This is an optimization exercise on Yosys and OpenROAD, whose aim is small area, a short achievable clock period and few clock cycles per item, not a production implementation.
Where RTL was checked, it was by simulation tests only, not by an equivalence proof against the original.

==> inputs of wip/willow <==
==> flow/design.v <==
module pe8_feeder #(
  parameter int N      = 32,
  parameter int Q      = 19,
  parameter int E8     = 10,
  parameter int PE_LAT = 3
) (
  input  logic            clk,
  input  logic            rst_n,
  input  logic            i_start,
  input  logic [E8-1:0]   i_cfg_en,
  output logic            o_busy,
  input  logic            i_s_valid,
  output logic            o_s_ready,
  input  logic [N-1:0]    i_s_data,
  input  logic [N-1:0]    i_s_weight,
  output logic [14*N-1:0] o_pe_in,
  output logic [14*N-1:0] o_pe_w,
  output logic [E8-1:0]   o_pe_en,
  input  logic [7*N-1:0]  i_pe_res,
  output logic            o_m_valid,
  input  logic            i_m_ready,
  output logic [N-1:0]    o_m_data,
  output logic            o_m_last,
  output logic            o_done
);
  if (Q >= N || PE_LAT < 1) begin : g_param_check
    $error("pe8_feeder: parameters need Q < N and PE_LAT >= 1");
  end
  logic          r_p_v;             
  logic [E8-1:0] r_p_cfg;
  logic          r_l_v;             
  logic [E8-1:0] r_l_cfg;
  logic [3:0]    r_idx;             
  logic          r_s_ready;
  logic          r_b_v;             
  logic [E8-1:0] r_b_cfg;
  logic          r_pe_on;           
  logic [1:0]    r_bc;              
  logic [E8-1:0] r_pe_en;
  logic          r_done;
  logic [N-1:0]  r_sd [14];
  logic [N-1:0]  r_sw [14];
  logic [N-1:0]  r_bd [3];
  logic [N-1:0]  r_bw [3];
  logic [N-1:0]  r_res [7];
  logic [6:0]    r_rv;              
  logic [6:0]    r_rl;              
  logic w_l_full, w_s_hs, w_last_hs, w_start, w_l_take;
  logic w_b_end, w_b_now, w_b_start, w_b_v_nxt, w_pe_on_nxt, w_l_v_nxt;
  logic [3:0] w_idx_nxt;
  logic w_m_hs, w_cap, w_cap_full;
  logic [6:0] w_t, w_rv_sh;
  assign w_l_full  = r_l_cfg[E8-1];
  assign w_s_hs    = i_s_valid & r_s_ready;
  assign w_last_hs = w_s_hs & (r_idx == (w_l_full ? 4'd7 : 4'd13));
  assign w_start   = i_start & ~r_p_v;
  assign w_l_take  = (~r_l_v | w_last_hs) & (r_p_v | w_start);
  assign w_l_v_nxt = w_l_take | (r_l_v & ~w_last_hs);
  assign w_idx_nxt = w_l_take ? 4'd0 : (w_s_hs ? r_idx + 4'd1 : r_idx);
  assign w_b_end   = r_pe_on & (r_bc == 2'd3);
  assign w_b_now   = w_last_hs & ~r_pe_on &
                     (w_l_full ? (r_rv[6:4] == 3'd0) : (r_rv == 7'd0));
  assign w_b_start = r_b_v & ~r_pe_on &
                     (r_b_cfg[E8-1] ? (r_rv[6:4] == 3'd0) : (r_rv == 7'd0));
  assign w_pe_on_nxt = w_b_now | w_b_start | (r_pe_on & ~w_b_end);
  assign w_b_v_nxt   = w_last_hs | (r_b_v & ~w_b_end);
  assign w_s_ready_nxt = w_l_v_nxt & ((w_idx_nxt < 4'd3) | ~w_b_v_nxt |
                                      (w_pe_on_nxt & r_pe_on & (r_bc == 2'd2)));
  always_ff @(posedge clk or negedge rst_n) begin
    if (!rst_n) begin
      r_p_v     <= 1'b0;
      r_l_v     <= 1'b0;
      r_s_ready <= 1'b0;
      r_b_v     <= 1'b0;
      r_pe_on   <= 1'b0;
      r_rv      <= 7'd0;
    end else begin
      r_p_v     <= r_p_v ? ~w_l_take : (w_start & ~w_l_take);
      r_l_v     <= w_l_v_nxt;
      r_s_ready <= w_s_ready_nxt;
      r_b_v     <= w_b_v_nxt;
      r_pe_on   <= w_pe_on_nxt;
      r_rv      <= w_cap ? (w_cap_full ? (r_cap_lo ? 7'b0000001 : w_rv_sh | 7'b0010000)
                                       : 7'b1111111)
                         : w_rv_sh;
    end
  end
  always_ff @(posedge clk) begin
    if (!rst_n) begin
      r_pe_en <= {E8{1'b0}};
      r_done  <= 1'b0;
    end else begin
      r_pe_en <= w_b_now ? r_l_cfg : (w_pe_on_nxt ? r_b_cfg : {E8{1'b0}});
      r_done  <= w_m_hs & r_rl[0];
    end
  end
  always_ff @(posedge clk) begin
    r_idx <= w_idx_nxt;
    r_bc  <= r_pe_on ? r_bc + 2'd1 : 2'd0;
    if (w_start & ~r_p_v & ~w_l_take) r_p_cfg <= i_cfg_en;
    if (w_l_take) r_l_cfg <= r_p_v ? r_p_cfg : i_cfg_en;
    if (w_last_hs) r_b_cfg <= r_l_cfg;
  end
  logic          w_s_ready_nxt, w_l_full_nxt;
  logic [2:0]    r_we_b;            
  logic [13:0]   r_we_s;            
  logic          r_zero;            
  logic [N-1:0]  w_zd, w_zw;
  assign w_l_full_nxt = w_l_take ? (r_p_v ? r_p_cfg[E8-1] : i_cfg_en[E8-1]) : w_l_full;
  assign w_zd = r_zero ? {N{1'b0}} : i_s_data;
  assign w_zw = r_zero ? {N{1'b0}} : i_s_weight;
  always_ff @(posedge clk) begin
    for (int k = 0; k < 3; k++) r_we_b[k] <= w_l_v_nxt & (w_idx_nxt == 4'(k));
    for (int k = 0; k < 3; k++) r_we_s[k] <= w_s_ready_nxt & (w_idx_nxt == 4'd3);
    for (int k = 3; k < 8; k++) r_we_s[k] <= w_s_ready_nxt & (w_idx_nxt == 4'(k));
    for (int k = 8; k < 14; k++)
      r_we_s[k] <= w_s_ready_nxt & ((w_idx_nxt == 4'(k)) | ((w_idx_nxt == 4'd3) & w_l_full_nxt));
    r_zero <= (w_idx_nxt == 4'd3);
  end
  always_ff @(posedge clk) begin
    for (int k = 0; k < 3; k++) begin
      if (r_we_b[k]) begin
        r_bd[k] <= i_s_data;
        r_bw[k] <= i_s_weight;
      end
      if (r_we_s[k]) begin
        r_sd[k] <= r_bd[k];
        r_sw[k] <= r_bw[k];
      end
    end
    for (int k = 3; k < 8; k++) begin
      if (r_we_s[k]) begin
        r_sd[k] <= i_s_data;
        r_sw[k] <= i_s_weight;
      end
    end
    for (int k = 8; k < 14; k++) begin
      if (r_we_s[k]) begin
        r_sd[k] <= w_zd;
        r_sw[k] <= w_zw;
      end
    end
  end
  logic r_cap;                      
  logic r_cap_lo;                   
  logic [N-1:0] w_res4;
  assign w_m_hs = r_rv[0] & i_m_ready;
  always_comb begin
    w_t[0] = w_m_hs | ~r_rv[0];
    for (int k = 1; k < 7; k++) w_t[k] = w_t[k-1] | ~r_rv[k];
  end
  assign w_rv_sh    = ({1'b0, r_rv[6:1]} & w_t) | (r_rv & ~w_t);
  assign w_cap      = r_cap;
  assign w_cap_full = r_b_cfg[E8-1];
  assign w_res4     = w_cap_full ? i_pe_res[N-1:0] : i_pe_res[4*N +: N];
  always_ff @(posedge clk or negedge rst_n) begin
    if (!rst_n) begin
      r_cap    <= 1'b0;
      r_cap_lo <= 1'b0;
    end else begin
      r_cap    <= r_pe_on & (r_bc == 2'd2);
      r_cap_lo <= r_pe_on & (r_bc == 2'd2) & (~r_b_cfg[E8-1] | (w_rv_sh == 7'd0));
    end
  end
  always_ff @(posedge clk) begin
    for (int k = 0; k < 4; k++) begin
      if (r_cap_lo) begin
        r_res[k] <= i_pe_res[k*N +: N];
        r_rl[k]  <= (k == 0) & w_cap_full;
      end else if (w_t[k]) begin
        r_res[k] <= r_res[k+1];
        r_rl[k]  <= r_rl[k+1];
      end
    end
    for (int k = 4; k < 6; k++) begin
      if (r_cap) begin
        r_res[k] <= (k == 4) ? w_res4 : i_pe_res[k*N +: N];
        r_rl[k]  <= (k == 4) & w_cap_full;
      end else if (w_t[k]) begin
        r_res[k] <= r_res[k+1];
        r_rl[k]  <= r_rl[k+1];
      end
    end
    if (r_cap) begin
      r_res[6] <= i_pe_res[6*N +: N];
      r_rl[6]  <= 1'b1;
    end
  end
  for (genvar k = 0; k < 14; k++) begin : g_slot
    assign o_pe_in[k*N +: N] = r_sd[k];
    assign o_pe_w[k*N +: N]  = r_sw[k];
  end
  assign o_busy    = r_p_v;
  assign o_s_ready = r_s_ready;
  assign o_pe_en   = r_pe_en;
  assign o_m_valid = r_rv[0];
  assign o_m_data  = r_res[0];
  assign o_m_last  = r_rl[0];
  assign o_done    = r_done;
endmodule
==> flow/flow/run.sh <==
#!/bin/bash
# Standard ORFS layout with three changes: the pins of each data bit share a stretch of the die
# edge (flow/io.tcl, run just before pin placement), every port is buffered by buf_2 instead of
# the default delay-cell buffer, and repair may resize across cell footprints.
set -euo pipefail
bash standard.sh finish \
  "PRE_IO_PLACEMENT_TCL=$PWD/flow/io.tcl" \
  "BUFFER_PORTS_ARGS=-buffer_cell sky130_fd_sc_hd__buf_2" \
  MATCH_CELL_FOOTPRINT=0 > flow_make.log 2>&1
==> flow/flow/io.tcl <==
# Pin regions: the pins of each data bit b (i_s_data/i_s_weight[b], o_pe_in/o_pe_w[32*s+b],
# i_pe_res[32*w+b], o_m_data[b]) share one stretch of the die edge, so the registers of that
# bit sit next to their pins. The control pins get a stretch of their own.
set block [ord::get_db_block]
set dbu [[ord::get_db_tech] getDbUnitsPerMicron]
set die [$block getDieArea]
set W [expr {([$die xMax] - [$die xMin]) / double($dbu)}]
set H [expr {([$die yMax] - [$die yMin]) / double($dbu)}]

proc esc {name idx} { return "$name\[$idx\]" }

set groups {}
for {set b 0} {$b < 32} {incr b} {
  set pins {}
  lappend pins [esc i_s_data $b] [esc i_s_weight $b] [esc o_m_data $b]
  for {set s 0} {$s < 14} {incr s} {
    lappend pins [esc o_pe_in [expr {32 * $s + $b}]] [esc o_pe_w [expr {32 * $s + $b}]]
  }
  for {set w 0} {$w < 7} {incr w} { lappend pins [esc i_pe_res [expr {32 * $w + $b}]] }
  lappend groups $pins
}
set ctl {clk rst_n i_start o_busy i_s_valid o_s_ready o_m_valid i_m_ready o_m_last o_done}
for {set i 0} {$i < 10} {incr i} { lappend ctl [esc i_cfg_en $i] [esc o_pe_en $i] }
# control pins in the middle of the sequence, so they sit mid-way along an edge
set order [concat [lrange $groups 0 15] [list $ctl] [lrange $groups 16 31]]

# walk the edges: bottom (left to right), right (bottom to top), top (right to left), left (top to
# bottom); the vertical-layer pins of the bottom and top edges pack closer, so those edges take more
set counts {10 6 10 7}
set margin 4.0
set i 0
for {set side 0} {$side < 4} {incr side} {
  set cnt [lindex $counts $side]
  if {$side == 0 || $side == 2} { set len $W } else { set len $H }
  set step [expr {($len - 2 * $margin) / $cnt}]
  for {set k 0} {$k < $cnt} {incr k} {
    set pins [lindex $order $i]
    set a [expr {$margin + $k * $step}]
    set e [expr {$a + $step}]
    switch $side {
      0 { set reg "bottom:[format %.2f $a]-[format %.2f $e]" }
      1 { set reg "right:[format %.2f $a]-[format %.2f $e]" }
      2 { set reg "top:[format %.2f [expr {$len - $e}]]-[format %.2f [expr {$len - $a}]]" }
      3 { set reg "left:[format %.2f [expr {$len - $e}]]-[format %.2f [expr {$len - $a}]]" }
    }
    set_io_pin_constraint -region $reg -pin_names $pins
    incr i
  }
}
==> flow/standard.sh <==
#!/bin/bash
# synth_recipe.tcl (not shown) runs the flow's synth.tcl, then flattens the netlist and writes it again
# the make line also repeats each setting of config.mk as NAME=value (left out here)
make -C /OpenROAD-flow-scripts/flow DESIGN_CONFIG=/design/flow/config.mk WORK_HOME=/design/flow/orfs CLKGATE_MAP_FILE= SYNTH_SCRIPT=/design/flow/synth_recipe.tcl "${@:-finish}"
==> flow/config.mk <==
export PLATFORM = sky130hd
export DESIGN_NAME = pe8_feeder
export DESIGN_NICKNAME = pe8_feeder
export VERILOG_FILES = /design/flow/design.v
export SDC_FILE = /design/flow/constraint.sdc
export NUM_CORES = 4
export LEC_CHECK = 0
export CAP_MARGIN = 20
export CORE_MARGIN = 2
export CORE_UTILIZATION = 30
export CTS_CLUSTER_DIAMETER = 100
export CTS_CLUSTER_SIZE = 25
export SETUP_SLACK_MARGIN = 2.05
export SLEW_MARGIN = 50
export TNS_END_PERCENT = 5
==> flow/constraint.sdc <==
create_clock -name core_clock -period 4.0 [get_ports {clk}]
set_input_delay 0.8000 -clock core_clock [delete_from_list [all_inputs] [get_ports {clk}]]
set_output_delay 0.8000 -clock core_clock [all_outputs]
set_load 0.01 [all_outputs]
==> inputs of wip/cedar, as changes to wip/willow <==
--- a/flow/design.v
+++ b/flow/design.v
@@ -75,3 +75,5 @@
       r_pe_on   <= 1'b0;
+      r_pe_en   <= {E8{1'b0}};
       r_rv      <= 7'd0;
+      r_done    <= 1'b0;
     end else begin
@@ -82,2 +84,3 @@
       r_pe_on   <= w_pe_on_nxt;
+      r_pe_en   <= w_b_now ? r_l_cfg : (w_pe_on_nxt ? r_b_cfg : {E8{1'b0}});
       r_rv      <= w_cap ? (w_cap_full ? (r_cap_lo ? 7'b0000001 : w_rv_sh | 7'b0010000)
@@ -85,11 +88,3 @@
                          : w_rv_sh;
-    end
-  end
-  always_ff @(posedge clk) begin
-    if (!rst_n) begin
-      r_pe_en <= {E8{1'b0}};
-      r_done  <= 1'b0;
-    end else begin
-      r_pe_en <= w_b_now ? r_l_cfg : (w_pe_on_nxt ? r_b_cfg : {E8{1'b0}});
-      r_done  <= w_m_hs & r_rl[0];
+      r_done    <= w_m_hs & r_rl[0];
     end
Settings changed: SETUP_SLACK_MARGIN 2.05 to 1.95.
==> results.ini <==
[final_layout]
multi_input_area_share_pct = 7.00
buffer_area_share_pct = 13.1
fin_cells = 5348

[global_route]
grt_pass1_wl_um = 177000

[min_path]
hold_path_startpoint = i_pe_res[194]

[routing]
routedWlPerCell_um = 24.3

[logic_synthesis]
synthMuxAreaShare_pct = 5.21
synth_top_area_share_pct = 88.7

[power]
netSwitchingPower_mw = 11.4
power_frac_comb_pct = 22.8

[status]
outcome = complete, no violations

# the run above: wip/willow

==> results.ini <==
[final_layout]
fin_cells = 5358
buffer_area_share_pct = 13.1
multi_input_area_share_pct = 6.93

[routing]
routedWlPerCell_um = 23.7

[min_path]
hold_path_startpoint = i_pe_res[221]

[global_route]
grt_pass1_wl_um = 177000

[power]
netSwitchingPower_mw = 11.3
power_frac_comb_pct = 22.5

[status]
outcome = complete, no violations

[logic_synthesis]
synthMuxAreaShare_pct = 4.98

# the run above: wip/cedar

Testbench counts of wip/cedar, summed over its fixed seeds: cycles 3,394, jobs 320.
The RTL of wip/willow was laid out without a check of its function.

afterwards: timing with drivers on the ports:
No port has a modelled driver above. Below, the same layouts with a new extraction and two added sets of constraints.
Step 1: set_driving_cell puts a clkbuf_16 on clk and a buf_2 on each other input, an assumption about the parent block.
Step 2 adds t to the input delays and takes it off the output delays; t is the mean of the earliest and latest rising clock arrival at the registers after step 1. Input paths then give back, and output paths get back, about the clock's delay inside the block.
Slacks: ideal ports / drivers / drivers and shift; pairs: ideal ports / drivers.
| run | t (ns) | setup slack, ns | pins driven straight from the clock port |
|---|---|---|---|
| wip/willow | 0.744 | 1.890 / 1.812 / 1.356 | 1 |
| wip/cedar | 0.752 | 1.817 / 1.736 / 1.531 | 1 |
After both steps every run listed still meets setup and hold. The setup slack of wip/willow, which loses most, moves by -0.078 ns with the drivers and by -0.534 ns with both steps.
